Background: an optimization exercise with open tools, aiming at a short achievable clock period and few clock cycles. Do not read the settings as production practice. The RTL was checked by simulation tests, not by an equivalence proof against the original design. No activity file was given, so power comes from the tool's default toggle rates.

==> design/flow/constraint.sdc <==
create_clock -name core_clock -period 7.0 [get_ports {clk}]
set_input_delay 1.4000 -clock core_clock [delete_from_list [all_inputs] [get_ports {clk}]]
set_output_delay 1.4000 -clock core_clock [all_outputs]
set_load 0.01 [all_outputs]
==> design/flow/design.v <==
module blocking_sa_cache #(
  parameter int addr_width_p          = 32,
  parameter int data_width_p          = 32,
  parameter int block_size_in_words_p = 4,
  parameter int sets_p                = 4,
  parameter int ways_p                = 2
) (
  input  logic                                   clk,
  input  logic                                   reset,
  input  logic [2+addr_width_p+data_width_p-1:0] cache_pkt_i,
  input  logic                                   v_i,
  output logic                                   ready_o,
  output logic [data_width_p-1:0]                data_o,
  output logic                                   v_o,
  input  logic                                   yumi_i,
  output logic [addr_width_p:0]                  dma_pkt_o,
  output logic                                   dma_pkt_v_o,
  input  logic                                   dma_pkt_yumi_i,
  input  logic [data_width_p-1:0]                dma_data_i,
  input  logic                                   dma_data_v_i,
  output logic                                   dma_data_ready_o,
  output logic [data_width_p-1:0]                dma_data_o,
  output logic                                   dma_data_v_o,
  input  logic                                   dma_data_yumi_i,
  output logic                                   v_we_o
);
  localparam int off_w   = $clog2(data_width_p / 8);
  localparam int blk_w   = $clog2(block_size_in_words_p);
  localparam int idx_w   = $clog2(sets_p);
  localparam int way_w   = $clog2(ways_p);
  localparam int tag_w   = addr_width_p - idx_w - blk_w - off_w;
  localparam int baddr_w = addr_width_p - blk_w - off_w;
  localparam int line_w  = idx_w + way_w;
  localparam int lines_p = sets_p * ways_p;
  localparam int words_p = block_size_in_words_p;
  localparam int pkt_w   = 2 + addr_width_p + data_width_p;
  localparam int last_w  = block_size_in_words_p - 1;
  localparam int qd_p    = 16;              
  localparam int qc_w    = $clog2(qd_p + 1);
  localparam int qi_w    = $clog2(qd_p);
  localparam int pd_p    = 3;               
  localparam int pc_w    = $clog2(pd_p + 1);
  localparam int id_w    = 4;               
  localparam logic [1:0] OP_LW = 2'b00, OP_SW = 2'b01, OP_TAGST = 2'b10;
  typedef enum logic [2:0] {E_IDLE, E_PKT, E_WB_DATA, E_FILL_PKT, E_FILL_DATA} estate_e;
  logic [tag_w-1:0]              tag_mem  [sets_p][ways_p];
  logic [sets_p-1:0][ways_p-1:0] valid_bits;
  logic [sets_p-1:0][ways_p-1:0] dirty_bits;
  logic [sets_p-1:0]             victim_cnt;
  logic [lines_p-1:0]            line_pend;             
  logic [id_w-1:0]               line_pid [lines_p];    
  logic [id_w-1:0]               id_ctr;
  logic [data_width_p-1:0]       data_mem [lines_p * words_p];
  logic                          s_v, s_m0, s_m1;
  logic [1:0]                    s_op;
  logic [addr_width_p-1:0]       s_addr;
  logic [data_width_p-1:0]       s_data;
  logic                          ready_r;
  logic [qd_p-1:0]               q_v;
  logic [1:0]                    q_op   [qd_p];
  logic [line_w-1:0]             q_line [qd_p];
  logic [blk_w-1:0]              q_word [qd_p];
  logic [data_width_p-1:0]       q_data [qd_p];
  logic                          q_w    [qd_p];    
  logic                          q_x    [qd_p];    
  logic [id_w-1:0]               q_id   [qd_p];
  logic [qc_w-1:0]               q_cnt;
  logic                          o_v, o_vsw;
  logic [data_width_p-1:0]       o_data;
  logic [pd_p-1:0]               p_v;
  logic                          p_wb   [pd_p];
  logic [tag_w-1:0]              p_otag [pd_p];
  logic [line_w-1:0]             p_line [pd_p];
  logic [baddr_w-1:0]            p_addr [pd_p];
  logic [id_w-1:0]               p_id   [pd_p];
  logic [qi_w-1:0]               p_pos  [pd_p];    
  logic [pc_w-1:0]               p_cnt;
  estate_e                       e_state;
  logic                          a_wb;
  logic [line_w-1:0]             a_line;
  logic [baddr_w-1:0]            a_addr;
  logic [id_w-1:0]               a_id;
  logic [blk_w-1:0]              a_cnt;
  logic [words_p-1:0]            a_arrived;
  logic                          pkt_v_r, wd_v_r, rd_rdy_r;
  logic [addr_width_p:0]         pkt_r;
  logic [data_width_p-1:0]       wd_r;
  logic accept;
  assign accept = v_i && ready_r;
  logic [idx_w-1:0]              in_idx;
  logic [tag_w-1:0]              in_tag;
  logic [sets_p-1:0][ways_p-1:0] line_eq;
  assign in_idx = cache_pkt_i[data_width_p+off_w+blk_w +: idx_w];
  assign in_tag = cache_pkt_i[data_width_p+addr_width_p-1 -: tag_w];
  logic [idx_w-1:0]         s_idx;
  logic [tag_w-1:0]         s_tag;
  logic [blk_w-1:0]         s_word;
  logic                     s_way_tagst;
  logic                     m0, m1, hit, hit_way, vic_way, vic_wb;
  logic [line_w-1:0]        use_line;
  logic                     is_mem, is_miss;
  logic                     fill_wr, fill_last;
  assign s_idx       = s_addr[off_w+blk_w +: idx_w];
  assign s_tag       = s_addr[addr_width_p-1 -: tag_w];
  assign s_word      = s_addr[off_w +: blk_w];
  assign s_way_tagst = s_data[1];
  logic [lines_p-1:0][words_p-1:0]   line_wait;
  logic [ways_p-1:0]                 set_wait;
  logic [id_w-1:0]                   set_pid [ways_p];
  always_comb begin
    m0      = s_m0;
    m1      = s_m1;
    hit     = m0 || m1;
    hit_way = !m0;
    vic_way = !valid_bits[s_idx][0] ? 1'b0 :
              !valid_bits[s_idx][1] ? 1'b1 : victim_cnt[s_idx];
    vic_wb  = valid_bits[s_idx][vic_way] && dirty_bits[s_idx][vic_way];
    for (int l = 0; l < lines_p; l++)
      for (int k = 0; k < words_p; k++)
        line_wait[l][k] = line_pend[l] &&
          !((a_id == line_pid[l]) && (a_arrived[k] || (fill_wr && a_cnt == blk_w'(k))));
    for (int w = 0; w < ways_p; w++) begin
      set_wait[w] = line_wait[{s_idx, 1'(w)}][s_word];
      set_pid[w]  = line_pid[{s_idx, 1'(w)}];
    end
  end
  assign is_mem   = (s_op == OP_LW) || (s_op == OP_SW);
  assign is_miss  = s_v && is_mem && !hit;
  assign use_line = {s_idx, hit ? hit_way : vic_way};
  always_comb begin
    for (int s = 0; s < sets_p; s++)
      for (int w = 0; w < ways_p; w++)
        line_eq[s][w] = valid_bits[s][w] && (tag_mem[s][w] == in_tag);
  end
  logic [1:0] in_op;
  logic       in_retag;
  assign in_op    = cache_pkt_i[pkt_w-1 -: 2];
  assign in_retag = (in_op == OP_TAGST) ||
                    (!in_op[1] && !line_eq[in_idx][0] && !line_eq[in_idx][1]);
  logic [lines_p-1:0] line_busy, busy_n;
  logic [ways_p-1:0]  set_busy;
  logic               lx;                           
  logic [data_width_p-1:0] rd_way [ways_p];
  logic [data_width_p-1:0] s_rd;
  always_comb begin
    for (int w = 0; w < ways_p; w++) begin
      set_busy[w] = line_busy[{s_idx, 1'(w)}];
      rd_way[w]   = data_mem[{s_idx, 1'(w), s_word}];
    end
    lx   = is_mem && hit && !(m0 ? set_busy[0] : set_busy[1]);
    s_rd = m0 ? rd_way[0] : rd_way[1];
  end
  logic                    new_w, new_x;
  logic [id_w-1:0]         new_id;
  logic [data_width_p-1:0] new_data;
  always_comb begin
    new_w    = is_mem && (!hit || (m0 ? set_wait[0] : set_wait[1]));
    new_x    = is_mem && !lx;
    new_id   = !hit ? id_ctr : (m0 ? set_pid[0] : set_pid[1]);
    new_data = (lx && s_op == OP_LW) ? s_rd : s_data;
    for (int l = 0; l < lines_p; l++) begin
      busy_n[l] = line_pend[l] || (s_v && new_x && use_line == line_w'(l));
      for (int i = 0; i < qd_p; i++)
        if (q_v[i] && q_x[i] && q_line[i] == line_w'(l)) busy_n[l] = 1'b1;
    end
  end
  assign fill_wr   = (e_state == E_FILL_DATA) && dma_data_v_i;
  assign fill_last = fill_wr && (a_cnt == blk_w'(last_w));
  logic fill_sw;    
  assign fill_sw = q_v[0] && q_w[0] && (q_op[0] == OP_SW) && (a_id == q_id[0]) && (a_cnt == q_word[0]);
  logic head_ok, head_go, move;
  logic [qd_p-1:0] q_arr;    
  always_comb begin
    for (int i = 0; i < qd_p; i++)
      q_arr[i] = fill_wr && q_w[i] && (a_id == q_id[i]) && (a_cnt == q_word[i]);
  end
  assign head_ok = !q_w[0] || q_arr[0];
  assign head_go = q_v[0] && q_x[0] && !q_w[0];           
  assign move    = q_v[0] && head_ok && (!o_v || yumi_i);  
  assign v_o     = o_v;
  assign data_o  = o_data;
  assign v_we_o  = o_vsw && yumi_i;
  assign ready_o = ready_r;
  logic [1:0] hazard0, hazard1, hazard_new;    
  logic       start, hz_ok;
  always_comb begin
    hazard0    = '0;
    hazard1    = '0;
    hazard_new = '0;
    for (int i = 0; i < qd_p; i++)
      for (int x = 0; x < 2; x++)
        if (i >= x && q_v[i] && q_x[i]) begin
          if (qi_w'(i) < p_pos[0] && q_line[i] == p_line[0]) hazard0[x]    = 1'b1;
          if (qi_w'(i) < p_pos[1] && q_line[i] == p_line[1]) hazard1[x]    = 1'b1;
          if (q_line[i] == use_line)                         hazard_new[x] = 1'b1;
        end
  end
  assign start = p_v[0] && hz_ok && ((e_state == E_IDLE) || fill_last);
  assign dma_pkt_v_o      = pkt_v_r;
  assign dma_pkt_o        = pkt_r;
  assign dma_data_v_o     = wd_v_r;
  assign dma_data_o       = wd_r;
  assign dma_data_ready_o = rd_rdy_r;
  logic [qc_w-1:0] q_cnt_n;
  logic [pc_w-1:0] p_cnt_n;
  logic            push;
  logic [qd_p:0]   q_at;
  logic [pd_p:0]   p_at;
  logic [qi_w-1:0] pos_new, pos_new_m;    
  assign push = is_miss;
  always_comb begin
    for (int i = 0; i <= qd_p; i++) q_at[i] = (q_cnt == qc_w'(i));
    for (int k = 0; k <= pd_p; k++) p_at[k] = (p_cnt == pc_w'(k));
  end
  assign pos_new   = qi_w'(q_cnt);
  assign pos_new_m = qi_w'(q_cnt - qc_w'(1));
  assign q_cnt_n = move  ? q_cnt + qc_w'(s_v) - qc_w'(1) : q_cnt + qc_w'(s_v);
  assign p_cnt_n = start ? p_cnt + pc_w'(push) - pc_w'(1) : p_cnt + pc_w'(push);
  always_ff @(posedge clk) begin
    if (reset) begin
      s_v        <= 1'b0;
      valid_bits <= '0;
      dirty_bits <= '0;
      victim_cnt <= '0;
      line_pend  <= '0;
      line_busy  <= '0;
      id_ctr     <= '0;
      q_v        <= '0;
      q_cnt      <= '0;
      ready_r    <= 1'b1;
      o_v        <= 1'b0;
      o_vsw      <= 1'b0;
      p_v        <= '0;
      p_cnt      <= '0;
      hz_ok      <= 1'b0;
      e_state    <= E_IDLE;
      a_cnt      <= '0;
      a_arrived  <= '0;
      pkt_v_r    <= 1'b0;
      wd_v_r     <= 1'b0;
      rd_rdy_r   <= 1'b0;
    end else begin
      s_v <= accept;
      ready_r <= (q_cnt_n + qc_w'(accept) < qc_w'(qd_p)) &&
                 (p_cnt_n + pc_w'(accept) < pc_w'(pd_p)) && !(accept && in_retag);
      q_cnt   <= q_cnt_n;
      line_busy <= busy_n;
      p_cnt   <= p_cnt_n;
      if (start) hz_ok <= p_v[1] ? !hazard1[move] : (push && !hazard_new[move]);
      else       hz_ok <= p_v[0] ? !hazard0[move] : (push && !hazard_new[move]);
      if (s_v) begin
        if (s_op == OP_TAGST) begin
          valid_bits[s_idx][s_way_tagst] <= s_data[0];
          dirty_bits[s_idx][s_way_tagst] <= 1'b0;
        end else if (is_mem && hit) begin
          if (s_op == OP_SW) dirty_bits[s_idx][hit_way] <= 1'b1;
        end else if (is_miss) begin
          valid_bits[s_idx][vic_way] <= 1'b1;
          dirty_bits[s_idx][vic_way] <= (s_op == OP_SW);
          victim_cnt[s_idx]          <= ~victim_cnt[s_idx];
          id_ctr                     <= id_ctr + id_w'(1);
        end
      end
      for (int i = 0; i < qd_p; i++)
        q_v[i] <= move ? ((s_v && q_at[i+1]) || ((i < qd_p - 1) && q_v[(i+1) % qd_p]))
                       : ((s_v && q_at[i]) || q_v[i]);
      if (move) begin
        o_v   <= 1'b1;
        o_vsw <= (q_op[0] == OP_SW);
      end else if (yumi_i) begin
        o_v   <= 1'b0;
        o_vsw <= 1'b0;
      end
      for (int k = 0; k < pd_p; k++)
        p_v[k] <= start ? ((push && p_at[k+1]) || ((k < pd_p - 1) && p_v[(k+1) % pd_p]))
                        : ((push && p_at[k]) || p_v[k]);
      case (e_state)
        E_IDLE: ;
        E_PKT: if (dma_pkt_yumi_i) begin
          pkt_v_r <= 1'b0;
          a_cnt   <= '0;
          if (a_wb) begin
            e_state <= E_WB_DATA;
            wd_v_r  <= 1'b1;
          end else begin
            e_state  <= E_FILL_DATA;
            rd_rdy_r <= 1'b1;
          end
        end
        E_WB_DATA: if (dma_data_yumi_i) begin
          a_cnt <= a_cnt + blk_w'(1);
          if (a_cnt == blk_w'(last_w)) begin
            e_state <= E_FILL_PKT;
            wd_v_r  <= 1'b0;
            pkt_v_r <= 1'b1;
          end
        end
        E_FILL_PKT: if (dma_pkt_yumi_i) begin
          e_state  <= E_FILL_DATA;
          pkt_v_r  <= 1'b0;
          rd_rdy_r <= 1'b1;
          a_cnt    <= '0;
        end
        E_FILL_DATA: if (dma_data_v_i) begin
          a_cnt <= a_cnt + blk_w'(1);
          a_arrived[a_cnt] <= 1'b1;
          if (fill_last) begin
            e_state  <= E_IDLE;
            rd_rdy_r <= 1'b0;
          end
        end
        default: e_state <= E_IDLE;
      endcase
      if (start) begin
        e_state   <= E_PKT;
        pkt_v_r   <= 1'b1;
        a_arrived <= '0;
      end
      if (fill_last && line_pid[a_line] == a_id) line_pend[a_line] <= 1'b0;
      if (is_miss) line_pend[use_line] <= 1'b1;
    end
  end
  always_ff @(posedge clk) begin
    if (accept) begin
      s_op   <= cache_pkt_i[pkt_w-1 -: 2];
      s_addr <= cache_pkt_i[data_width_p +: addr_width_p];
      s_data <= cache_pkt_i[data_width_p-1:0];
      s_m0   <= line_eq[in_idx][0];
      s_m1   <= line_eq[in_idx][1];
    end
    if (s_v) begin
      if (s_op == OP_TAGST) tag_mem[s_idx][s_way_tagst] <= s_tag;
      else if (is_miss) begin
        tag_mem[s_idx][vic_way] <= s_tag;
        line_pid[use_line]      <= id_ctr;
      end
    end
    for (int i = 0; i < qd_p; i++) begin
      logic ins_h, ins_s;
      int   j;
      ins_h = s_v && q_at[i];
      ins_s = s_v && q_at[i+1];
      j     = (i < qd_p - 1) ? i + 1 : i;
      if (move) begin
        q_op[i]   <= ins_s ? s_op     : q_op[j];
        q_line[i] <= ins_s ? use_line : q_line[j];
        q_word[i] <= ins_s ? s_word   : q_word[j];
        q_data[i] <= ins_s ? new_data : q_data[j];
        q_x[i]    <= ins_s ? new_x    : q_x[j];
        q_w[i]    <= ins_s ? new_w    : q_w[j] && !q_arr[j];
        q_id[i]   <= ins_s ? new_id   : q_id[j];
      end else begin
        q_op[i]   <= ins_h ? s_op     : q_op[i];
        q_line[i] <= ins_h ? use_line : q_line[i];
        q_word[i] <= ins_h ? s_word   : q_word[i];
        q_data[i] <= ins_h ? new_data : q_data[i];
        q_x[i]    <= ins_h ? new_x    : q_x[i];
        q_w[i]    <= ins_h ? new_w    : q_w[i] && !q_arr[i];
        q_id[i]   <= ins_h ? new_id   : q_id[i];
      end
    end
    if (move) o_data <= !q_x[0]  ? q_data[0] :
                        q_arr[0] ? dma_data_i : data_mem[{q_line[0], q_word[0]}];
    for (int k = 0; k < pd_p; k++) begin
      logic            ins;
      int              j;
      logic [qi_w-1:0] pos;
      j   = (start && k < pd_p - 1) ? k + 1 : k;
      ins = push && (start ? p_at[k+1] : p_at[k]);
      pos = p_pos[j];
      if (ins) begin
        p_wb[k]   <= vic_wb;
        p_otag[k] <= tag_mem[s_idx][vic_way];
        p_line[k] <= use_line;
        p_addr[k] <= s_addr[addr_width_p-1 -: baddr_w];
        p_id[k]   <= id_ctr;
        p_pos[k]  <= move ? pos_new_m : pos_new;
      end else begin
        p_wb[k]   <= p_wb[j];
        p_otag[k] <= p_otag[j];
        p_line[k] <= p_line[j];
        p_addr[k] <= p_addr[j];
        p_id[k]   <= p_id[j];
        p_pos[k]  <= move ? pos - qi_w'(1) : pos;
      end
    end
    if (start) begin
      a_wb   <= p_wb[0];
      a_line <= p_line[0];
      a_addr <= p_addr[0];
      a_id   <= p_id[0];
      pkt_r  <= p_wb[0] ? {1'b1, p_otag[0], p_line[0][line_w-1 -: idx_w], {(blk_w+off_w){1'b0}}}
                        : {1'b0, p_addr[0], {(blk_w+off_w){1'b0}}};
    end else if (e_state == E_WB_DATA && dma_data_yumi_i && a_cnt == blk_w'(last_w)) begin
      pkt_r  <= {1'b0, a_addr, {(blk_w+off_w){1'b0}}};
    end
    if (e_state == E_PKT && dma_pkt_yumi_i) wd_r <= data_mem[{a_line, blk_w'(0)}];
    else if (e_state == E_WB_DATA && dma_data_yumi_i)
      wd_r <= data_mem[{a_line, a_cnt + blk_w'(1)}];
    if (fill_wr) data_mem[{a_line, a_cnt}] <= fill_sw ? q_data[0] : dma_data_i;
    if (head_go && q_op[0] == OP_SW) data_mem[{q_line[0], q_word[0]}] <= q_data[0];
    if (s_v && lx && s_op == OP_SW)  data_mem[{s_idx, !s_m0, s_word}]  <= s_data;
  end
endmodule
==> design/flow/config.mk <==
export PLATFORM = sky130hd
export DESIGN_NAME = blocking_sa_cache
export DESIGN_NICKNAME = blocking_sa_cache
export VERILOG_FILES = /design/flow/design.v
export SDC_FILE = /design/flow/constraint.sdc
export NUM_CORES = 4
export LEC_CHECK = 0
export ABC_CLOCK_PERIOD_IN_PS = 3000
export CAP_MARGIN = 40
export CORE_MARGIN = 2
export CORE_UTILIZATION = 22
export SETUP_SLACK_MARGIN = 4.3
export SLEW_MARGIN = 40
export TNS_END_PERCENT = 100
==> design/flow/run.sh <==
#!/bin/bash
# synth_recipe.tcl (not shown) runs the flow's synth.tcl, then flattens the netlist and writes it again
# the make line also repeats each setting of config.mk as NAME=value (left out here)
make -C /OpenROAD-flow-scripts/flow DESIGN_CONFIG=/design/flow/config.mk WORK_HOME=/design/flow/orfs CLKGATE_MAP_FILE= SYNTH_SCRIPT=/design/flow/synth_recipe.tcl finish
==> results of run 1 <==
-- Yosys cell counts, drive strengths merged, types with 14 or more instances --
master / number
a211oi: 44
a21oi: 402
a22oi: 130
a31oi: 69
a41oi: 14
and2: 38
and3: 16
buf: 609
clkbuf: 805
dfxtp: 735
edfxtp: 1735
ha: 49
inv: 107
mux2: 114
mux2i: 1989
mux4: 1061
nand2: 1779
nand2b: 23
nand3: 79
nand4: 50
nor2: 564
nor2b: 17
nor3: 137
nor3b: 20
nor4: 123
o211ai: 40
o21ai: 1264
o221ai: 21
o22ai: 116
or2: 23
or4: 15
xnor2: 167
xor2: 320
-- kinds of logic after synthesis --
kind of cell / after synthesis / synth area share, %
AND/OR/NAND/NOR: 2918 / 8.31
XOR/XNOR: 488 / 2.89
multiplexers: 3164 / 30.4
buffers and inverters: 1523 / 4.37
adder cells (fa/ha/maj): 49 / 0.414
AO/OA/AOI/OAI: 2193 / 8.46
flip-flops: 2470 / 45.1
other: 1 / 0.00253
-- metrics by stage --
| stage | std cells | cell area [µm²] | worst slack [ps] |
|---|---|---|---|
| CTS | 22900 | 204000 | 3590 |
| floorplan | 12800 | 150000 | 3280 |
| global placement | 20900 | 159000 | 1710 |
| detailed placement | 20900 | 161000 | 1650 |
-- power by group through the flow --
| stage | Sequential [mW] | Combinational (mW) | Clock [mW] |
|---|---|---|---|
| after detailed placement | 19.5 | 10.1 | 0 |
| after global placement | 19.5 | 9.75 | 0 |
| after floorplan | 18.5 | 7.79 | 0 |
| after CTS | 19.3 | 13.8 | 14.6 |
-- worst max path at each step --
stage	endpoint	slack [ps]
after floorplan	p_addr[1][0]	3280
after global placement	q_line[14][0]	1710
after detailed placement	q_op[6][0]	1650
after CTS	data_o[1]	3590
-- repair_timing --
item	4_1_cts
hold buffers	0
resized for setup	4080
setup endpoints to repair	3820
pin swaps	388
buffers inserted	974
cloned	560
==> impl_metrics.tcl, run 1 <==
set metrics [dict create \
    status "did not finish" \
    haltStage "global routing" \
    error "[ERROR RSZ-0074] Failed to build tree from global routes for pin 'rebuffer5319/X' and net 'net5318' at grid (286350, 500250): found route to 1 pins, expected 2" \
    cts.sinks 2470 \
    grt_start_max_net_pins 79 \
    ys_seq_elements 2470 \
    die_h_um 825 \
    synth.area.top_cells "edfxtp_1 (35%), mux4_2 (16%), mux2i_1 (13%)" \
    yosys_warnings 16 \
    htree_levels 5 \
    synth_edf_count 1735 \
    clock_path_buffers 4 \
    synth_largest_area_cell "edfxtp_1" \
    ctsRootBufferMaster "clkbuf_16" \
    hpwl_mm 381 \
    syn_area_um2 148000 \
    synth_cells 12800 \
    ys.flop_type "edfxtp_1" \
    netlist.area_leader.share_pct 35.2 \
    port_buffers 201 \
    die_x_um 825 \
    rows 301 \
    cts_inserted_buffers 267 \
    ys_types 89 \
    routabilityCongestion 0.928 \
    synth.avg_cell_area_um2 11.6 \
    ios 208 \
    synthArstFlopShare_pct 0 \
    ys_seq_area_share_pct 45.1 \
    start_util_pct 22.1 \
]
Testbench counts, summed over its fixed seeds: cycles 15,886.
==> run 2, diff against run 1 <==
--- a/design/flow/design.v
+++ b/design/flow/design.v
@@ -52,6 +52,9 @@
   logic [id_w-1:0]               id_ctr;
   logic [data_width_p-1:0]       data_mem [lines_p * words_p];
   logic                          s_v, s_m0, s_m1;
+  logic [ways_p-1:0]             s_busy;           
+  logic                          s_lx;             
+  logic [lines_p*words_p-1:0]    s_we;             
   logic [1:0]                    s_op;
   logic [addr_width_p-1:0]       s_addr;
   logic [data_width_p-1:0]       s_data;
@@ -137,17 +140,15 @@
   assign in_op    = cache_pkt_i[pkt_w-1 -: 2];
   assign in_retag = (in_op == OP_TAGST) ||
                     (!in_op[1] && !line_eq[in_idx][0] && !line_eq[in_idx][1]);
-  logic [lines_p-1:0] line_busy, busy_n;
-  logic [ways_p-1:0]  set_busy;
+  logic [lines_p-1:0] busy_n;
   logic               lx;                           
   logic [data_width_p-1:0] rd_way [ways_p];
   logic [data_width_p-1:0] s_rd;
   always_comb begin
     for (int w = 0; w < ways_p; w++) begin
-      set_busy[w] = line_busy[{s_idx, 1'(w)}];
       rd_way[w]   = data_mem[{s_idx, 1'(w), s_word}];
     end
-    lx   = is_mem && hit && !(m0 ? set_busy[0] : set_busy[1]);
+    lx   = s_lx;
     s_rd = m0 ? rd_way[0] : rd_way[1];
   end
   logic                    new_w, new_x;
@@ -164,6 +165,17 @@
         if (q_v[i] && q_x[i] && q_line[i] == line_w'(l)) busy_n[l] = 1'b1;
     end
   end
+  logic [lines_p*words_p-1:0] in_we;
+  logic [blk_w-1:0]           in_word;
+  logic                       in_m0, in_wx;
+  assign in_word = cache_pkt_i[data_width_p+off_w +: blk_w];
+  always_comb begin
+    in_m0 = line_eq[in_idx][0];
+    in_wx = in_m0 ? !busy_n[{in_idx, 1'b0}]
+                  : line_eq[in_idx][1] && !busy_n[{in_idx, 1'b1}];
+    in_we = '0;
+    if (in_op == OP_SW && in_wx) in_we[{in_idx, !in_m0, in_word}] = 1'b1;
+  end
   assign fill_wr   = (e_state == E_FILL_DATA) && dma_data_v_i;
   assign fill_last = fill_wr && (a_cnt == blk_w'(last_w));
   logic fill_sw;    
@@ -223,7 +235,6 @@
       dirty_bits <= '0;
       victim_cnt <= '0;
       line_pend  <= '0;
-      line_busy  <= '0;
       id_ctr     <= '0;
       q_v        <= '0;
       q_cnt      <= '0;
@@ -244,7 +255,6 @@
       ready_r <= (q_cnt_n + qc_w'(accept) < qc_w'(qd_p)) &&
                  (p_cnt_n + pc_w'(accept) < pc_w'(pd_p)) && !(accept && in_retag);
       q_cnt   <= q_cnt_n;
-      line_busy <= busy_n;
       p_cnt   <= p_cnt_n;
       if (start) hz_ok <= p_v[1] ? !hazard1[move] : (push && !hazard_new[move]);
       else       hz_ok <= p_v[0] ? !hazard0[move] : (push && !hazard_new[move]);
@@ -327,6 +337,9 @@
       s_data <= cache_pkt_i[data_width_p-1:0];
       s_m0   <= line_eq[in_idx][0];
       s_m1   <= line_eq[in_idx][1];
+      for (int w = 0; w < ways_p; w++) s_busy[w] <= busy_n[{in_idx, 1'(w)}];
+      s_we   <= in_we;
+      s_lx   <= !in_op[1] && in_wx;
     end
     if (s_v) begin
       if (s_op == OP_TAGST) tag_mem[s_idx][s_way_tagst] <= s_tag;
@@ -399,6 +412,7 @@
       wd_r <= data_mem[{a_line, a_cnt + blk_w'(1)}];
     if (fill_wr) data_mem[{a_line, a_cnt}] <= fill_sw ? q_data[0] : dma_data_i;
     if (head_go && q_op[0] == OP_SW) data_mem[{q_line[0], q_word[0]}] <= q_data[0];
-    if (s_v && lx && s_op == OP_SW)  data_mem[{s_idx, !s_m0, s_word}]  <= s_data;
+    for (int k = 0; k < lines_p * words_p; k++)
+      if (s_v && s_we[k]) data_mem[k] <= s_data;
   end
 endmodule
--- a/design/flow/config.mk
+++ b/design/flow/config.mk
@@ -8,7 +8,8 @@
 export ABC_CLOCK_PERIOD_IN_PS = 3000
 export CAP_MARGIN = 40
 export CORE_MARGIN = 2
-export CORE_UTILIZATION = 22
-export SETUP_SLACK_MARGIN = 4.3
+export CORE_UTILIZATION = 33
+export PLACE_DENSITY_LB_ADDON = 0.1
+export SETUP_SLACK_MARGIN = 4.0
 export SLEW_MARGIN = 40
 export TNS_END_PERCENT = 100
==> run 2 against run 1 <==
Against the previous run: synthesized area down 0.36%; synthesized cell count is 8.0% higher; the run now finishes clean.
==> impl_metrics.tcl, run 2 <==
set metrics [dict create \
    status "finished clean" \
    ys_seq_area_share_pct 45.8 \
    gr-usage-met2_pct 46.2 \
    period_needed_ps 3390 \
    synth_largest_area_cell "edfxtp_1" \
    htree_levels 5 \
    min_period_over_period_pct 48.4 \
    critical_path_class "reg2reg" \
    maxCapViolCount 0 \
    crit_path_end_kind "register" \
    antenna_found_initial 33 \
    routabilityCongestion 0.930 \
    syn_area_um2 148000 \
    via_per_inst 6.41 \
    synthArstFlopShare_pct 0 \
    worstSetupStartpointType "register" \
    port_buffers 201 \
    synth.area.top_cells "edfxtp_1 (36%), mux4_2 (16%), dfxtp_1 (9.9%)" \
    synth_edf_count 1768 \
    rsz0062_at_grt "true" \
    hpwl_mm 425 \
    ys_seq_elements 2495 \
    ys_types 84 \
    cp_data_required_time_ps 7810 \
    clock_path_buffers 4 \
    yosys_warnings 16 \
    clock_latency_ps 1020 \
    utilization_pct 43.8 \
    cts.sinks 2495 \
    drt_first_pass_iters 7 \
    area.growth.synth_to_final_pct 32.3 \
    ios 208 \
    hp-class "reg2reg" \
    synth.top_cells.by_count "nand2_1 (1887), edfxtp_1 (1768), nor2_1 (1356)" \
    cts_tree "built" \
    synth_cells 13800 \
    reg2reg_to "q_data[1][31]" \
    holdBufCountCts 0 \
    p_per_area_nw_per_um2 285 \
    ctsRootBufferMaster "clkbuf_16" \
    wl_per_cell_um 38.5 \
    arrival_ps 4200 \
    top_usage_layer "met2" \
    die_x_um 673 \
    vias 130000 \
    grt_pass1_wl_mm 1000 \
    clock_skew_ps 97.5 \
    grt_pass1_vias 118000 \
    die_h_um 673 \
    drt_wl_total_mm 779 \
    path_clk_slew_ps 60 \
    drc_errors 0 \
    yosysMostFrequentCell "nand2_1" \
    layout-drive-gt1-share_pct 37.4 \
    netlist.area_leader.share_pct 36.0 \
    largest_reg_flops 1024 \
    relSlewSlack_pct 29.3 \
    cts_inserted_buffers 315 \
    drt_iter0_markers 19000 \
    rows 245 \
    reg2regPathDepth 16 \
    nNetsFinal 14200 \
    start_util_pct 33.1 \
    reg.largest.list "data_mem x1024, q_data x512, tag_mem x208" \
    worst_slew_pin_slew_ps 1060 \
    synth.avg_cell_area_um2 10.7 \
    layout_common_cells "edfxtp_1 (1768), nor2_1 (1302), a21oi_1 (1060)" \
    ant_nets 0 \
    grt_overflow 0 \
    fmax_mhz 295 \
    grt_start_max_net_pins 75 \
    hold_viol 0 \
    vdd_drop_max_uv 225 \
    globalRouteTotalUtil_pct 31.8 \
    r2r_setup_slack_ps 3610 \
    endpoint "q_data[1][31]" \
    setup_viol 0 \
    grt_use_met1_pct 42.5 \
    dieArea_um2 453000 \
    largest_register "data_mem" \
    final_common_cell "edfxtp_1" \
    slew_viol_final 0 \
    met3_usage_pct 9.34 \
    ys.flop_type "edfxtp_1" \
    leakagePower_nw 67.3 \
    cp_max_fo 6 \
    setup_tns_ps 0 \
    coreArea_um2 445000 \
]
-- run 2: cell types whose count changed after synthesis, moves of 49 or more --
cell and delta:
a21oi_1 +899, a31oi_1 +49, buf_1 +57, buf_2 -196
clkbuf_1 +218, mux2i_1 -931, nand2_1 +109, nor2_1 +807
o21ai_0 -204, o21ai_1 +99
-- run 2: metrics by stage --
step | setup slack (ps) | instances | total power, mW | instance area, µm² | hold WS [ps]
detailed placement | 1340 | 18900 | 34.2 | 158000 | 456
global route | 3500 | 20200 | 57.1 | 195000 | 486
CTS | 3590 | 19900 | 52.9 | 179000 | 469
global placement | 1420 | 18800 | 33.8 | 157000 | 437
floorplan | 2970 | 13800 | 29.4 | 151000 | 421
finish | 3610 | 20200 | 55.6 | 195000 | 467
-- run 2: layout make-up --
type	instances	area (µm²)
Sequential cell	2495	67700
Inverter	87	524
Fill cell	40700	250000
Clock inverter	150	1450
Antenna cell	16	40.0
Timing Repair inverter	14	325
Timing Repair Buffer	1403	21000
Multi-Input combinational cell	9732	88100
Tap cell	5928	7420
Clock buffer	420	8660
-- run 2: how the worst min path moves through the flow --
stage	start	to	slack, ps	cells after the start
finish	victim_cnt[3]	victim_cnt[3]	470	2
detailed placement	a_arrived[3]	a_arrived[3]	460	2
CTS	a_arrived[3]	a_arrived[3]	470	2
global route	p_id[0][3]	a_id[3]	490	0
global placement	victim_cnt[0]	victim_cnt[0]	440	2
floorplan	p_line[0][1]	a_line[1]	420	0
-- run 2: where the power goes --
part           internal (mW)  total [mW]  switching, mW
clock network           9.42        16.6           7.16
registers               18.2        20.4           2.14
logic                   8.37        18.6           10.3
-- run 2: timing repair --
item | in CTS | in global routing
pin swaps | 125 | 806
endpoints found under the setup margin | 3817 | 2725
gates cloned | 115 | 138
setup buffers | 327 | 197
gates resized for setup | 1658 | 3004
-- run 2: metal layers --
layer  wire length (µm)  vias up
met2             324000     9728
met5                623        -
met3             104000     2300
li1                   -    52100
met4              53700       16
met1             297000    65500
-- run 2: critical path, stage by stage (launching register included) --
cell	delay (ps)
dfxtp_4	360
buf_12	140
buf_6	110
buf_6	110
buf_12	130
buf_6	110
buf_8	130
buf_12	130
clkbuf_16	150
mux4_2	350
mux4_2	490
nand2_2	100
a31oi_4	170
buf_12	220
clkbuf_16	170
mux2i_4	210
a22oi_1	130
-- run 2: cells by family after synthesis --
| logic type | synth area share, % |
|---|---|
| and+or+nand+nor | 10.8 |
| AOI/OAI and AO/OA | 11.8 |
| other | 0.00254 |
| buffers and inverters | 4.62 |
| muxes | 23.6 |
| xor gates and xnor gates | 2.90 |
| adders and majority gates | 0.492 |
| DFF | 45.8 |
Testbench counts of run 2, summed over its fixed seeds: cycles 15,886.
==> run 3, diff against run 2 <==
--- a/design/flow/design.v
+++ b/design/flow/design.v
@@ -52,8 +52,8 @@
   logic [id_w-1:0]               id_ctr;
   logic [data_width_p-1:0]       data_mem [lines_p * words_p];
   logic                          s_v, s_m0, s_m1;
-  logic [ways_p-1:0]             s_busy;           
   logic                          s_lx;             
+  logic [data_width_p-1:0]       s_rd;             
   logic [lines_p*words_p-1:0]    s_we;             
   logic [1:0]                    s_op;
   logic [addr_width_p-1:0]       s_addr;
@@ -142,15 +142,7 @@
                     (!in_op[1] && !line_eq[in_idx][0] && !line_eq[in_idx][1]);
   logic [lines_p-1:0] busy_n;
   logic               lx;                           
-  logic [data_width_p-1:0] rd_way [ways_p];
-  logic [data_width_p-1:0] s_rd;
-  always_comb begin
-    for (int w = 0; w < ways_p; w++) begin
-      rd_way[w]   = data_mem[{s_idx, 1'(w), s_word}];
-    end
-    lx   = s_lx;
-    s_rd = m0 ? rd_way[0] : rd_way[1];
-  end
+  assign lx = s_lx;
   logic                    new_w, new_x;
   logic [id_w-1:0]         new_id;
   logic [data_width_p-1:0] new_data;
@@ -173,8 +165,22 @@
     in_m0 = line_eq[in_idx][0];
     in_wx = in_m0 ? !busy_n[{in_idx, 1'b0}]
                   : line_eq[in_idx][1] && !busy_n[{in_idx, 1'b1}];
-    in_we = '0;
-    if (in_op == OP_SW && in_wx) in_we[{in_idx, !in_m0, in_word}] = 1'b1;
+    for (int k = 0; k < lines_p * words_p; k++)
+      in_we[k] = (in_op == OP_SW) && in_wx &&
+                 (in_idx == k[blk_w+way_w +: idx_w]) && (k[blk_w] == !in_m0) &&
+                 (in_word == k[blk_w-1:0]);
+  end
+  logic [data_width_p-1:0] in_rd_way [ways_p];
+  logic [data_width_p-1:0] in_rd;
+  logic                    in_fwd;
+  always_comb begin
+    for (int w = 0; w < ways_p; w++) in_rd_way[w] = data_mem[{in_idx, 1'(w), in_word}];
+    in_fwd = 1'b0;
+    for (int k = 0; k < lines_p * words_p; k++)
+      if (s_we[k] && (in_idx == k[blk_w+way_w +: idx_w]) && (k[blk_w] == !in_m0) &&
+          (in_word == k[blk_w-1:0]))
+        in_fwd = 1'b1;
+    in_rd = (s_v && in_fwd) ? s_data : (in_m0 ? in_rd_way[0] : in_rd_way[1]);
   end
   assign fill_wr   = (e_state == E_FILL_DATA) && dma_data_v_i;
   assign fill_last = fill_wr && (a_cnt == blk_w'(last_w));
@@ -337,9 +343,9 @@
       s_data <= cache_pkt_i[data_width_p-1:0];
       s_m0   <= line_eq[in_idx][0];
       s_m1   <= line_eq[in_idx][1];
-      for (int w = 0; w < ways_p; w++) s_busy[w] <= busy_n[{in_idx, 1'(w)}];
       s_we   <= in_we;
       s_lx   <= !in_op[1] && in_wx;
+      s_rd   <= in_rd;
     end
     if (s_v) begin
       if (s_op == OP_TAGST) tag_mem[s_idx][s_way_tagst] <= s_tag;
--- a/design/flow/config.mk
+++ b/design/flow/config.mk
@@ -10,6 +10,6 @@
 export CORE_MARGIN = 2
 export CORE_UTILIZATION = 33
 export PLACE_DENSITY_LB_ADDON = 0.1
-export SETUP_SLACK_MARGIN = 4.0
+export SETUP_SLACK_MARGIN = 4.1
 export SLEW_MARGIN = 40
 export TNS_END_PERCENT = 100
==> run 3 against run 2 <==
Against the previous run: worst hold slack got worse by 22 ps; count of clock-buffer cells in the layout increased by 28; still clean; critical endpoint is now s_we[4]; design area hardly changed; fmax is 1.7% lower; die area is essentially flat; clock skew shrank 42 ps; setup slack got worse by 59 ps; synthesized area barely moved; total power decreased by 3.2%; synthesized cell count up 2.9%; utilization about the same.
==> impl_metrics.tcl, run 3 <==
set metrics [dict create \
    clock_skew_ps 55.6 \
    cts.sinks 2525 \
    crit_family "compound AO/OA/AOI/OAI gates" \
    cp_data_required_time_ps 7800 \
    grt_pass1_vias 123000 \
    globalRouteTotalUtil_pct 34.0 \
    antenna_found_initial 40 \
    start_util_pct 33.1 \
    routabilityCongestion 0.911 \
    htree_levels 5 \
    worstSetupStartpointType "register" \
    synth.top_cells.by_count "nor2_1 (1928), edfxtp_1 (1800), a21oi_1 (1653)" \
    ys.flop_type "edfxtp_1" \
    die_x_um 673 \
    rows 245 \
    arrival_ps 4250 \
    cts_tree "built" \
    vdd_drop_max_uv 353 \
    setup_viol 0 \
    port_buffers 201 \
    worst_slew_pin_slew_ps 1170 \
    yosysMostFrequentCell "nor2_1" \
    path_depth 12 \
    drt_first_pass_iters 7 \
    cts_inserted_buffers 320 \
    synthMuxAreaShare_pct 21.6 \
    path_clk_slew_ps 60 \
    fmax_mhz 290 \
    hold_viol 0 \
    final_common_cell "nor2_1" \
    netlist.area_leader.share_pct 36.6 \
    layout_common_cells "nor2_1 (1847), edfxtp_1 (1800), a21oi_1 (1252)" \
    layout-drive-gt1-share_pct 38.6 \
    utilization_pct 43.8 \
    reg.largest.list "data_mem x1024, q_data x512, tag_mem x208" \
    synth-compound-area-share_pct 12.9 \
    maxCapViolCount 0 \
    vias 134000 \
    die_h_um 673 \
    synth.area.top_cells "edfxtp_1 (37%), mux4_2 (16%), dfxtp_1 (9.8%)" \
    yosys_warnings 16 \
    ys_seq_area_share_pct 46.4 \
    cp_slowest_cell "or3_4" \
    critical_path.cell_chain "nor2b_1, o32ai_2, mux2_4, o21a_4, buf_12, ha_4, a2111oi_4, o2111ai_2, o21ai_2, o2111ai_4, or3_4, nor2_1" \
    rsz0062_at_grt "true" \
    synthSimpleGateAreaFrac_pct 11.4 \
    whs_path_depth 0 \
    syn_area_um2 148000 \
    area.growth.synth_to_final_pct 32.1 \
    synth_largest_area_cell "edfxtp_1" \
    largest_reg_flops 1024 \
    reg2regPathDepth 12 \
    min_period_over_period_pct 49.3 \
    critical_path_class "reg2reg" \
    slew_viol_final 0 \
    ctsRootBufferMaster "clkbuf_16" \
    drc_errors 0 \
    synth.avg_cell_area_um2 10.4 \
    relSlewSlack_pct 22.2 \
    ys_seq_elements 2525 \
    period_needed_ps 3450 \
    grt_overflow 0 \
    synth_cells 14200 \
    largest_register "data_mem" \
    wl_per_cell_um 39.5 \
    status "finished clean" \
    nNetsFinal 14600 \
    leakagePower_nw 68.3 \
    coreArea_um2 445000 \
    yosys.area_share.adder_pct 0.458 \
    crit_path_end_kind "register" \
    grt_pass1_wl_mm 1070 \
    synth_top_family_by_area "multiplexers" \
    dieArea_um2 453000 \
    drt_wl_total_mm 817 \
    clock_path_buffers 4 \
    drt_iter0_markers 19800 \
    synthArstFlopShare_pct 0 \
    synth-xor-area-share_pct 2.91 \
    grt_start_max_net_pins 115 \
    ys_types 76 \
    setup_tns_ps 0 \
    hpwl_mm 423 \
    ant_nets 0 \
    hp-class "reg2reg" \
    critPathMaxStageDelay_ps 500 \
    r2r_setup_slack_ps 3550 \
    via_per_inst 6.51 \
    ios 208 \
    holdBufCountCts 0 \
    p_per_area_nw_per_um2 276 \
    synth_edf_count 1800 \
    clock_latency_ps 1010 \
    crit_buf_inv 1 \
    cp_max_fo 5 \
]
## run 3: cell types whose count changed after synthesis, moves of 61 or more
cell      before   now
a21oi_1     1299  1653
o211ai_1      78   139
mux2_2        79   149
nand2_1     1887  1635
mux2i_1     1058   701
buf_2        180   107
nor2_1      1356  1928
clkbuf_1    1023  1207
a22oi_1      150    86
o21ai_0      875   954
## run 3: cells by family (layout without fill, tap and decap cells)
logic type,Yosys count,after routing
flip-flops,2525,2525
AO/OA/AOI/OAI,3501,3501
buffers and inverters,1638,2073
multiplexers,1881,1882
AND/OR/NAND/NOR,4139,4169
adder cells (fa/ha/maj),54,54
other,1,36
XOR/XNOR,491,491
## run 3: final cells by class
type | count | area (µm²)
tap | 5928 | 7420
antenna | 32 | 80.1
clock inverter | 128 | 1220
multi-input combinational | 10100 | 87300
timing repair inverter | 6 | 120
inverter | 78 | 444
sequential | 2525 | 68600
timing repair buffer | 1413 | 21000
fill | 40600 | 250000
clock buffer | 448 | 8840
## run 3: metrics by stage
step	area, µm²	setup WS [ps]	hold WS [ps]	cells	power (mW)
2_1_floorplan	151000	2720	424	14200	29.0
3_3_place_gp	157000	1550	440	19200	33.4
3_5_place_dp	158000	1540	443	19200	33.6
4_1_cts	185000	3630	465	20400	52.5
5_1_grt	195000	3490	467	20600	55.2
6_report	195000	3550	446	20700	53.8
## run 3: path summary, 6_finish.rpt
check | startpoint | end
worst max register to register | valid_bits[7] | s_we[4]
worst min-delay path | p_addr[0][13] | a_addr[13]
worst max-delay path | valid_bits[7] | s_we[4]
worst min register to register | p_addr[0][13] | a_addr[13]
## run 3: routing by layer
metal	vias up	routed length, µm	GRT usage (%)
li1	53200	-	-
met1	67300	299000	43.1
met2	10700	341000	49.3
met3	3102	105000	10.9
met4	30	71200	23.3
met5	-	516	0
## run 3: worst register-to-register path, stage by stage (launching register included)
cell,delay (ps)
dfxtp_4,410
nor2b_1,210
o32ai_2,100
mux2_4,310
o21a_4,240
buf_12,130
ha_4,180
a2111oi_4,360
o2111ai_2,160
o21ai_2,250
o2111ai_4,300
or3_4,510
nor2_1,100
## run 3: where the power goes
part / switching (mW) / internal [mW]
logic: 9.73 / 6.92
registers: 2.02 / 18.5
clock network: 7.20 / 9.44
## run 3: what timing repair did
item,4_1_cts,5_1_grt
setup endpoints to repair,3867,2122
buffers inserted,405,149
resized for setup,3220,2012
cloned,221,45
pin swaps,898,581
Testbench counts of run 3, summed over its fixed seeds: cycles 15,886.
==> run 4, diff against run 3 <==
--- a/design/flow/design.v
+++ b/design/flow/design.v
@@ -50,10 +50,12 @@
   logic [lines_p-1:0]            line_pend;             
   logic [id_w-1:0]               line_pid [lines_p];    
   logic [id_w-1:0]               id_ctr;
+  logic [lines_p-1:0]            line_act;              
   logic [data_width_p-1:0]       data_mem [lines_p * words_p];
   logic                          s_v, s_m0, s_m1;
   logic                          s_lx;             
   logic [data_width_p-1:0]       s_rd;             
+  logic                          s_vic;            
   logic [lines_p*words_p-1:0]    s_we;             
   logic [1:0]                    s_op;
   logic [addr_width_p-1:0]       s_addr;
@@ -115,13 +117,12 @@
     m1      = s_m1;
     hit     = m0 || m1;
     hit_way = !m0;
-    vic_way = !valid_bits[s_idx][0] ? 1'b0 :
-              !valid_bits[s_idx][1] ? 1'b1 : victim_cnt[s_idx];
+    vic_way = s_vic;
     vic_wb  = valid_bits[s_idx][vic_way] && dirty_bits[s_idx][vic_way];
     for (int l = 0; l < lines_p; l++)
       for (int k = 0; k < words_p; k++)
         line_wait[l][k] = line_pend[l] &&
-          !((a_id == line_pid[l]) && (a_arrived[k] || (fill_wr && a_cnt == blk_w'(k))));
+          !(line_act[l] && (a_arrived[k] || (fill_wr && a_cnt == blk_w'(k))));
     for (int w = 0; w < ways_p; w++) begin
       set_wait[w] = line_wait[{s_idx, 1'(w)}][s_word];
       set_pid[w]  = line_pid[{s_idx, 1'(w)}];
@@ -264,19 +265,25 @@
       p_cnt   <= p_cnt_n;
       if (start) hz_ok <= p_v[1] ? !hazard1[move] : (push && !hazard_new[move]);
       else       hz_ok <= p_v[0] ? !hazard0[move] : (push && !hazard_new[move]);
-      if (s_v) begin
-        if (s_op == OP_TAGST) begin
-          valid_bits[s_idx][s_way_tagst] <= s_data[0];
-          dirty_bits[s_idx][s_way_tagst] <= 1'b0;
-        end else if (is_mem && hit) begin
-          if (s_op == OP_SW) dirty_bits[s_idx][hit_way] <= 1'b1;
-        end else if (is_miss) begin
-          valid_bits[s_idx][vic_way] <= 1'b1;
-          dirty_bits[s_idx][vic_way] <= (s_op == OP_SW);
-          victim_cnt[s_idx]          <= ~victim_cnt[s_idx];
-          id_ctr                     <= id_ctr + id_w'(1);
+      for (int st = 0; st < sets_p; st++) begin
+        if (s_v && s_idx == idx_w'(st)) begin
+          for (int w = 0; w < ways_p; w++) begin
+            if (s_op == OP_TAGST) begin
+              if (s_way_tagst == 1'(w)) begin
+                valid_bits[st][w] <= s_data[0];
+                dirty_bits[st][w] <= 1'b0;
+              end
+            end else if (is_mem && hit) begin
+              if (s_op == OP_SW && hit_way == 1'(w)) dirty_bits[st][w] <= 1'b1;
+            end else if (is_mem && vic_way == 1'(w)) begin
+              valid_bits[st][w] <= 1'b1;
+              dirty_bits[st][w] <= (s_op == OP_SW);
+            end
+          end
+          if (is_miss) victim_cnt[st] <= ~victim_cnt[st];
         end
       end
+      if (is_miss) id_ctr <= id_ctr + id_w'(1);
       for (int i = 0; i < qd_p; i++)
         q_v[i] <= move ? ((s_v && q_at[i+1]) || ((i < qd_p - 1) && q_v[(i+1) % qd_p]))
                        : ((s_v && q_at[i]) || q_v[i]);
@@ -332,7 +339,7 @@
         pkt_v_r   <= 1'b1;
         a_arrived <= '0;
       end
-      if (fill_last && line_pid[a_line] == a_id) line_pend[a_line] <= 1'b0;
+      if (fill_last && line_act[a_line]) line_pend[a_line] <= 1'b0;
       if (is_miss) line_pend[use_line] <= 1'b1;
     end
   end
@@ -346,7 +353,12 @@
       s_we   <= in_we;
       s_lx   <= !in_op[1] && in_wx;
       s_rd   <= in_rd;
+      s_vic  <= !valid_bits[in_idx][0] ? 1'b0 :
+                !valid_bits[in_idx][1] ? 1'b1 : victim_cnt[in_idx];
     end
+    for (int l = 0; l < lines_p; l++)
+      line_act[l] <= ((is_miss && use_line == line_w'(l)) ? id_ctr : line_pid[l]) ==
+                     (start ? p_id[0] : a_id);
     if (s_v) begin
       if (s_op == OP_TAGST) tag_mem[s_idx][s_way_tagst] <= s_tag;
       else if (is_miss) begin
--- a/design/flow/config.mk
+++ b/design/flow/config.mk
@@ -8,8 +8,8 @@
 export ABC_CLOCK_PERIOD_IN_PS = 3000
 export CAP_MARGIN = 40
 export CORE_MARGIN = 2
-export CORE_UTILIZATION = 33
+export CORE_UTILIZATION = 30
 export PLACE_DENSITY_LB_ADDON = 0.1
-export SETUP_SLACK_MARGIN = 4.1
+export SETUP_SLACK_MARGIN = 4.0
 export SLEW_MARGIN = 40
 export TNS_END_PERCENT = 100
==> run 4 against run 3 <==
Against the previous run: clock power barely moved; die area rose by 10%; design area fell by 9.6%; total power fell by 2.7%; sequential cell count rose by 9; setup slack got worse by 250 ps; routed wire length fell by 8.8%; cell count rose by 1.1%; critical endpoint is now s_rd[12]; largest cell class unchanged; largest power group unchanged.
==> impl_metrics.tcl, run 4 <==
set metrics [dict create \
    holdWs_ps 453 \
    routabilityCongestion 0.929 \
    drt_first_pass_iters 6 \
    ys_seq_area_share_pct 46.5 \
    cts_inserted_buffers 328 \
    relSlewSlack_pct 34.0 \
    grt_overflow 0 \
    yosysMostFrequentCell "nor2_1" \
    reg2regPathDepth 12 \
    yosys.area_share.adder_pct 0.254 \
    crit_start "cache_pkt_i[53]" \
    layout_common_cells "nor2_1 (1924), edfxtp_1 (1797), nand2_1 (1743)" \
    die_h_um 706 \
    yosys_warnings 16 \
    clock_skew_ps 119 \
    layout-drive-gt1-share_pct 21.2 \
    critical_path_class "in2reg" \
    cts_tree "built" \
    worstSetupStartpointType "input pin" \
    setup_tns_ps 0 \
    grt_pass1_wl_mm 996 \
    clock_path_buffers 4 \
    crit_path_end_kind "register" \
    grt_pass1_vias 113000 \
    ctsRootBufferMaster "clkbuf_16" \
    synth.area.top_cells "edfxtp_1 (37%), mux4_2 (16%), dfxtp_1 (10%)" \
    synth.top_cells.by_count "nor2_1 (1955), nand2_1 (1844), edfxtp_1 (1797)" \
    dieArea_um2 498000 \
    netlist.area_leader.share_pct 36.5 \
    path_depth 14 \
    rows 257 \
    period_needed_ps 3700 \
    maxCapViolCount 0 \
    drt_wl_total_mm 745 \
    reg.largest.list "data_mem x1024, q_data x512, tag_mem x208" \
    leakagePower_nw 62.7 \
    fmax_mhz 270 \
    crit_family "buffers and inverters" \
    nNetsFinal 14300 \
    largest_reg_flops 1024 \
    place_area_um2 158000 \
    status "finished clean" \
    grt_start_max_net_pins 89 \
    crit_buf_inv 6 \
    clock_latency_ps 1060 \
    path_clk_slew_ps 60 \
    rsz0062_at_grt "true" \
    hp-class "reg2reg" \
    whs_path_depth 2 \
    cp_data_required_time_ps 7720 \
    min-delay-start "q_data[6][31]" \
    synth_cells 14300 \
    r2r-start "tag_mem[4][13]" \
    critical_path.cell_chain "dlygate4sd2_1, buf_6, xor2_1, nor4_2, nand4_1, o22ai_4, buf_12, mux2i_4, buf_6, o211ai_4, o311ai_4, buf_12, buf_16, mux2_4" \
    htree_levels 5 \
    p_per_area_nw_per_um2 297 \
    synth-xor-area-share_pct 2.90 \
    synth.avg_cell_area_um2 10.3 \
    ys.flop_type "edfxtp_1" \
    hpwl_mm 435 \
    synthSimpleGateAreaFrac_pct 11.8 \
    ys_types 87 \
    n_fill_cell 47900 \
    ant_nets 0 \
    globalRouteTotalUtil_pct 28.4 \
    synth_largest_area_cell "edfxtp_1" \
    power_mw 52.4 \
    drt_iter0_markers 17700 \
    syn_area_um2 148000 \
    die_x_um 706 \
    ios 208 \
    holdBufCountCts 0 \
    setup_viol 0 \
    antenna_found_initial 51 \
    synth-compound-area-share_pct 12.8 \
    fin_area_um2 176000 \
    utilization_pct 36.0 \
    synth_top_family_by_area "multiplexers" \
    vias 123000 \
    final_common_cell "nor2_1" \
    via_per_inst 5.91 \
    cp_slowest_cell "nor4_2" \
    min_period_over_period_pct 52.8 \
    drc_errors 0 \
    r2r_setup_slack_ps 3400 \
    port_buffers 201 \
    synthArstFlopShare_pct 0 \
    hold_viol 0 \
    largest_register "data_mem" \
    slew_viol_final 0 \
    critPathMaxStageDelay_ps 540 \
    worst_slew_pin_slew_ps 988 \
    arrival_ps 4410 \
    cp_max_fo 6 \
    synth_edf_count 1797 \
    vdd_drop_max_uv 230 \
    ys_seq_elements 2534 \
    coreArea_um2 490000 \
    start_util_pct 30.1 \
    wl_per_cell_um 35.7 \
    synthMuxAreaShare_pct 21.3 \
    area.growth.synth_to_final_pct 19.4 \
    cts.sinks 2534 \
]
[run 4: changes by cell type in the layout (fill, tap and decap cells not counted), moves of 114 or more]
cell / previous run / this run
buf_16: 208 / 64
nand2_2: 526 / 15
o21ai_1: 555 / 395
o21ai_0: 83 / 835
nand2_1: 549 / 1743
a21oi_1: 1252 / 1526
a21oi_2: 377 / 60
nand2_4: 534 / 63
o21ai_2: 556 / 13
xor2_1: 256 / 370
[run 4: cell families after synthesis]
| group | Yosys count |
|---|---|
| AND/OR/NAND/NOR | 4342 |
| AO/OA/AOI/OAI | 3464 |
| flip-flops | 2534 |
| multiplexers | 1831 |
| buffers and inverters | 1630 |
| XOR/XNOR | 490 |
| adder cells (fa/ha/maj) | 30 |
| other | 1 |
[run 4: final timing paths]
kind                         to
setup / recovery       s_rd[12]
hold / removal    q_data[5][31]
setup reg to reg       s_rd[12]
hold reg to reg   q_data[5][31]
[run 4: repair_timing]
action / in CTS / in global routing
gates cloned: 51 / 34
hold endpoints to repair: 0 / 0
buffers inserted: 170 / 108
gates resized for setup: 1006 / 287
pin swaps: 47 / 40
endpoints found under the setup margin: 3815 / 1997
[run 4: layout make-up]
cell class              count  area (µm²)  share of cell area (%)
clock buffers             466        9190                    5.21
well taps                6475        8100                    4.59
clock inverters           127        1140                   0.645
inverters                  49         246                   0.140
flip-flops and latches   2534       68800                    39.0
repair inverters            4        36.3                  0.0206
repair buffers           1033       12600                    7.17
diodes                     22        55.1                  0.0312
multi-input cells       10200       76200                    43.2
[run 4: worst min-delay path, cell delays in order, from the launching register on]
cell	delay, ps
dfxtp_1	300
a21oi_1	70
mux2i_1	110
[run 4: metrics by stage]
| stage | instances | setup slack (ps) |
|---|---|---|
| floorplan | 14300 | 2640 |
| global placement | 19900 | 1130 |
| detailed placement | 19900 | 1080 |
| CTS | 20700 | 3360 |
| global route | 20900 | 3330 |
| finish | 20900 | 3300 |
[run 4: power by group]
group | internal [mW] | total, mW | switching [mW]
logic | 6.24 | 15.2 | 8.95
registers | 18.6 | 20.2 | 1.69
clock network | 9.53 | 16.9 | 7.39
[run 4: metal layers]
layer / track usage [%] / share of wire [%] / vias to the layer above
met1: 38.7 / 41 / 61900
met5: 0 / 0.019 / -
met4: 12.7 / 5.7 / 22
met2: 43.0 / 43 / 7467
met3: 6.60 / 10 / 1666
li1: - / - / 52400
Testbench counts of run 4, summed over its fixed seeds: cycles 15,886.
==> run 5, diff against run 4 <==
--- a/design/flow/design.v
+++ b/design/flow/design.v
@@ -54,7 +54,7 @@
   logic [data_width_p-1:0]       data_mem [lines_p * words_p];
   logic                          s_v, s_m0, s_m1;
   logic                          s_lx;             
-  logic [data_width_p-1:0]       s_rd;             
+  logic [data_width_p-1:0]       s_rd [ways_p];    
   logic                          s_vic;            
   logic [lines_p*words_p-1:0]    s_we;             
   logic [1:0]                    s_op;
@@ -151,7 +151,7 @@
     new_w    = is_mem && (!hit || (m0 ? set_wait[0] : set_wait[1]));
     new_x    = is_mem && !lx;
     new_id   = !hit ? id_ctr : (m0 ? set_pid[0] : set_pid[1]);
-    new_data = (lx && s_op == OP_LW) ? s_rd : s_data;
+    new_data = (lx && s_op == OP_LW) ? (m0 ? s_rd[0] : s_rd[1]) : s_data;
     for (int l = 0; l < lines_p; l++) begin
       busy_n[l] = line_pend[l] || (s_v && new_x && use_line == line_w'(l));
       for (int i = 0; i < qd_p; i++)
@@ -171,29 +171,25 @@
                  (in_idx == k[blk_w+way_w +: idx_w]) && (k[blk_w] == !in_m0) &&
                  (in_word == k[blk_w-1:0]);
   end
-  logic [data_width_p-1:0] in_rd_way [ways_p];
-  logic [data_width_p-1:0] in_rd;
-  logic                    in_fwd;
+  logic [data_width_p-1:0] in_rd [ways_p];
   always_comb begin
-    for (int w = 0; w < ways_p; w++) in_rd_way[w] = data_mem[{in_idx, 1'(w), in_word}];
-    in_fwd = 1'b0;
-    for (int k = 0; k < lines_p * words_p; k++)
-      if (s_we[k] && (in_idx == k[blk_w+way_w +: idx_w]) && (k[blk_w] == !in_m0) &&
-          (in_word == k[blk_w-1:0]))
-        in_fwd = 1'b1;
-    in_rd = (s_v && in_fwd) ? s_data : (in_m0 ? in_rd_way[0] : in_rd_way[1]);
+    for (int w = 0; w < ways_p; w++) begin
+      in_rd[w] = data_mem[{in_idx, 1'(w), in_word}];
+      for (int k = 0; k < lines_p * words_p; k++)
+        if (s_v && s_we[k] && (in_idx == k[blk_w+way_w +: idx_w]) && (k[blk_w] == 1'(w)) &&
+            (in_word == k[blk_w-1:0]))
+          in_rd[w] = s_data;
+    end
   end
   assign fill_wr   = (e_state == E_FILL_DATA) && dma_data_v_i;
   assign fill_last = fill_wr && (a_cnt == blk_w'(last_w));
-  logic fill_sw;    
-  assign fill_sw = q_v[0] && q_w[0] && (q_op[0] == OP_SW) && (a_id == q_id[0]) && (a_cnt == q_word[0]);
   logic head_ok, head_go, move;
   logic [qd_p-1:0] q_arr;    
   always_comb begin
     for (int i = 0; i < qd_p; i++)
       q_arr[i] = fill_wr && q_w[i] && (a_id == q_id[i]) && (a_cnt == q_word[i]);
   end
-  assign head_ok = !q_w[0] || q_arr[0];
+  assign head_ok = !q_w[0] || (q_arr[0] && q_op[0] != OP_SW);
   assign head_go = q_v[0] && q_x[0] && !q_w[0];           
   assign move    = q_v[0] && head_ok && (!o_v || yumi_i);  
   assign v_o     = o_v;
@@ -352,7 +348,7 @@
       s_m1   <= line_eq[in_idx][1];
       s_we   <= in_we;
       s_lx   <= !in_op[1] && in_wx;
-      s_rd   <= in_rd;
+      for (int w = 0; w < ways_p; w++) s_rd[w] <= in_rd[w];
       s_vic  <= !valid_bits[in_idx][0] ? 1'b0 :
                 !valid_bits[in_idx][1] ? 1'b1 : victim_cnt[in_idx];
     end
@@ -428,7 +424,7 @@
     if (e_state == E_PKT && dma_pkt_yumi_i) wd_r <= data_mem[{a_line, blk_w'(0)}];
     else if (e_state == E_WB_DATA && dma_data_yumi_i)
       wd_r <= data_mem[{a_line, a_cnt + blk_w'(1)}];
-    if (fill_wr) data_mem[{a_line, a_cnt}] <= fill_sw ? q_data[0] : dma_data_i;
+    if (fill_wr) data_mem[{a_line, a_cnt}] <= dma_data_i;
     if (head_go && q_op[0] == OP_SW) data_mem[{q_line[0], q_word[0]}] <= q_data[0];
     for (int k = 0; k < lines_p * words_p; k++)
       if (s_v && s_we[k]) data_mem[k] <= s_data;
==> run 5 against run 4 <==
Against the previous run: routed wire length up 12%; synthesized area up 0.83%; worst hold slack worse by 14 ps; synthesized cell count down 0.48%; first-iteration DRC count up 15%; largest cell class unchanged; still clean; non-clock buffer count up 63; die area up 0.83%; fmax up 9.5%; sequential power up 2%; design area up 1.7%; cell count up 1.3%; combinational power down 7%.
==> impl_metrics.tcl, run 5 <==
set metrics [dict create \
    status "finished clean" \
    cts_inserted_buffers 332 \
    vdd_drop_max_uv 203 \
    maxCapViolCount 0 \
    largest_register "data_mem" \
    critPathMaxStageDelay_ps 690 \
    drt_wl_total_mm 836 \
    period_needed_ps 3380 \
    sw_frac_of_total_pct 34.3 \
    port_buffers 201 \
    dieArea_um2 502000 \
    fmax_mhz 296 \
    final_cells 21200 \
    hp-class "reg2reg" \
    reg.largest.list "data_mem x1024, q_data x512, tag_mem x208" \
    synth.top_cells.by_count "edfxtp_1 (1829), nor2_1 (1820), nand2_1 (1771)" \
    final_common_cell "edfxtp_1" \
    crit_path_end_kind "output pin" \
    cp_data_required_time_ps 5600 \
    setup_viol 0 \
    netlist.area_leader.share_pct 36.9 \
    utilization_pct 36.3 \
    nNetsFinal 14300 \
    vias 129000 \
    critical_path_class "reg2out" \
    whs_path_depth 2 \
    reg2reg_to "wd_r[2]" \
    synth.avg_cell_area_um2 10.5 \
    slew_viol_final 0 \
    seqPwrFrac_pct 39.7 \
    drt_first_pass_iters 7 \
    largest_reg_flops 1024 \
    p_sw_mw 17.9 \
    p_per_area_nw_per_um2 291 \
    drc_errors 0 \
    ys_seq_area_share_pct 46.8 \
    globalRouteTotalUtil_pct 30.6 \
    area.growth.synth_to_final_pct 20.4 \
    die_h_um 709 \
    hold_viol 0 \
    ios 208 \
    relSlewSlack_pct 29.8 \
    ant_nets 0 \
    coreArea_um2 494000 \
    r2r-start "a_line[0]" \
    grt_pass1_wl_mm 1060 \
    ctsRootBufferMaster "clkbuf_16" \
    drt_iter0_markers 20300 \
    ys.flop_type "edfxtp_1" \
    layout-drive-gt1-share_pct 22.1 \
    grt_overflow 0 \
    cp_slowest_cell "edfxtp_1" \
    pwr-share-comb_pct 27.1 \
    rows 258 \
    synth_edf_count 1829 \
    rsz0062_at_grt "true" \
    worstSetupStartpointType "register" \
    crit_buf_inv 1 \
    clock_path_buffers 4 \
    dpl.cell_count 19900 \
    clock_latency_ps 1110 \
    start_util_pct 30.1 \
    holdWs_ps 440 \
    r2r_setup_slack_ps 3850 \
    layout_common_cells "edfxtp_1 (1829), nor2_1 (1788), nand2_1 (1715)" \
    leakagePower_nw 60.5 \
    grt_start_max_net_pins 108 \
    die_x_um 709 \
    path_clk_slew_ps 60 \
    grt_pass1_vias 115000 \
    intPower_mw 34.3 \
    yosysMostFrequentCell "edfxtp_1" \
    arrival_ps 1980 \
    syn_area_um2 149000 \
    power.share.clock_pct 33.3 \
    yosys_warnings 17 \
    crit_family "flip-flops" \
    min_to "q_data[8][3]" \
    worst_slew_pin_slew_ps 1050 \
    antenna_found_initial 80 \
    cp_max_fo 3 \
    htree_levels 5 \
    setup_tns_ps 0 \
    min-delay-start "q_data[9][3]" \
    synth_cells 14300 \
    synthArstFlopShare_pct 0 \
    min_period_over_period_pct 48.3 \
    routabilityCongestion 0.899 \
    critical_path.cell_chain "buf_2" \
    ys_seq_elements 2566 \
    hpwl_mm 432 \
    clock_skew_ps 129 \
    synth.area.top_cells "edfxtp_1 (37%), mux4_2 (16%), dfxtp_1 (9.9%)" \
    wl_per_cell_um 39.5 \
    via_per_inst 6.12 \
    cts.sinks 2566 \
    ys_types 89 \
    cts_tree "built" \
    synth_largest_area_cell "edfxtp_1" \
    reg2regPathDepth 7 \
]
-- run 5: kinds of logic after synthesis --
| kind of cell | share of synthesized area (%) |
|---|---|
| AND/OR/NAND/NOR | 11.6 |
| AO/OA/AOI/OAI | 11.9 |
| flip-flops | 46.8 |
| multiplexers | 22.1 |
| buffers and inverters | 4.42 |
| XOR/XNOR | 2.88 |
| adder cells (fa/ha/maj) | 0.260 |
| other | 0.00252 |
-- run 5: power by group through the flow --
stage | Sequential [mW] | Clock [mW] | Combinational, mW
after floorplan | 19.8 | 0 | 8.64
after global placement | 21.1 | 0 | 11.9
after detailed placement | 21.0 | 0 | 12.1
after CTS | 20.6 | 17.5 | 13.3
after global routing | 20.9 | 18.1 | 14.8
final | 20.7 | 17.4 | 14.2
-- run 5: per-stage QoR --
stage	setup WS, ps	power (mW)	instance area, µm²
after floorplan	2830	28.4	150000
after global placement	1200	33.0	157000
after detailed placement	1120	33.1	158000
after CTS	3640	51.5	175000
after global routing	3640	53.7	179000
final	3620	52.2	179000
-- run 5: final cells by class --
cell class | count | area [µm²]
antenna | 63 | 158
clock buffer | 462 | 9370
clock inverter | 141 | 1200
fill | 48200 | 315000
inverter | 77 | 363
multi-input combinational | 10100 | 76300
sequential | 2566 | 69800
tap | 6630 | 8300
timing repair buffer | 1096 | 13900
timing repair inverter | 6 | 67.6
-- run 5: worst max path at each step --
stage	from	end	slack [ps]	cells after the start
finish	o_data[2]	data_o[2]	3620	1
global placement	dma_data_v_i	q_data[15][20]	1200	11
detailed placement	dma_data_v_i	q_data[15][0]	1120	11
floorplan	dma_data_v_i	data_mem[24][0]	2830	6
CTS	wd_r[31]	dma_data_o[31]	3640	1
global route	wd_r[31]	dma_data_o[31]	3640	1
-- run 5: per-layer routing --
metal | global-route usage, % | wire length (µm) | vias up
met1 | 39.6 | 318000 | 64900
met2 | 45.1 | 351000 | 9560
li1 | - | - | 52400
met3 | 9.18 | 103000 | 2580
met4 | 17.6 | 64100 | 46
met5 | 0 | 1010 | -
-- run 5: repair_timing --
action                     4_1_cts  5_1_grt
pin swaps                       90       69
setup buffers                  235      126
hold buffers                     0        0
cloned                         111       78
resized for setup              995      311
setup endpoints to repair     3746     1757
Testbench counts of run 5, summed over its fixed seeds: cycles 15,912.

[separate check: timing with driven ports]
No port has a modelled driver above. Below, the same layouts with a new extraction and two added sets of constraints.
Step 1 sets driving cells, clkbuf_16 on the clock port and buf_2 on the other inputs (assumed; they add their load-dependent delay and slew).
Step 2, shift: input delay + t, output delay - t, t = (earliest + latest rising clock arrival at the registers) / 2. This alone moves slack from input paths to output paths.
Slacks: no drivers / after step 1 / after step 2; pairs: no drivers / after step 1.
| run | shift t [ns] | setup slack, ns | worst setup path after step 2 | clock arrival spread, ns | worst data-port slew with drivers (ns) |
|---|---|---|---|---|---|
| run 2 | 1.082 | 3.609 / 3.609 / 2.608 | input to register | 0.100 / 0.100 | 0.25 |
| run 3 | 1.089 | 3.550 / 3.317 / 2.229 | input to register | 0.056 / 0.057 | 0.54 |
| run 4 | 1.121 | 3.301 / 3.278 / 2.157 | input to register | 0.120 / 0.120 | 0.29 |
| run 5 | 1.138 | 3.621 / 3.532 / 2.540 | input to register | 0.135 / 0.136 | 0.47 |
After both steps setup and hold are still met in every run listed. The setup slack of run 3, which loses most, moves by -0.233 ns with the drivers and by -1.321 ns with both steps.
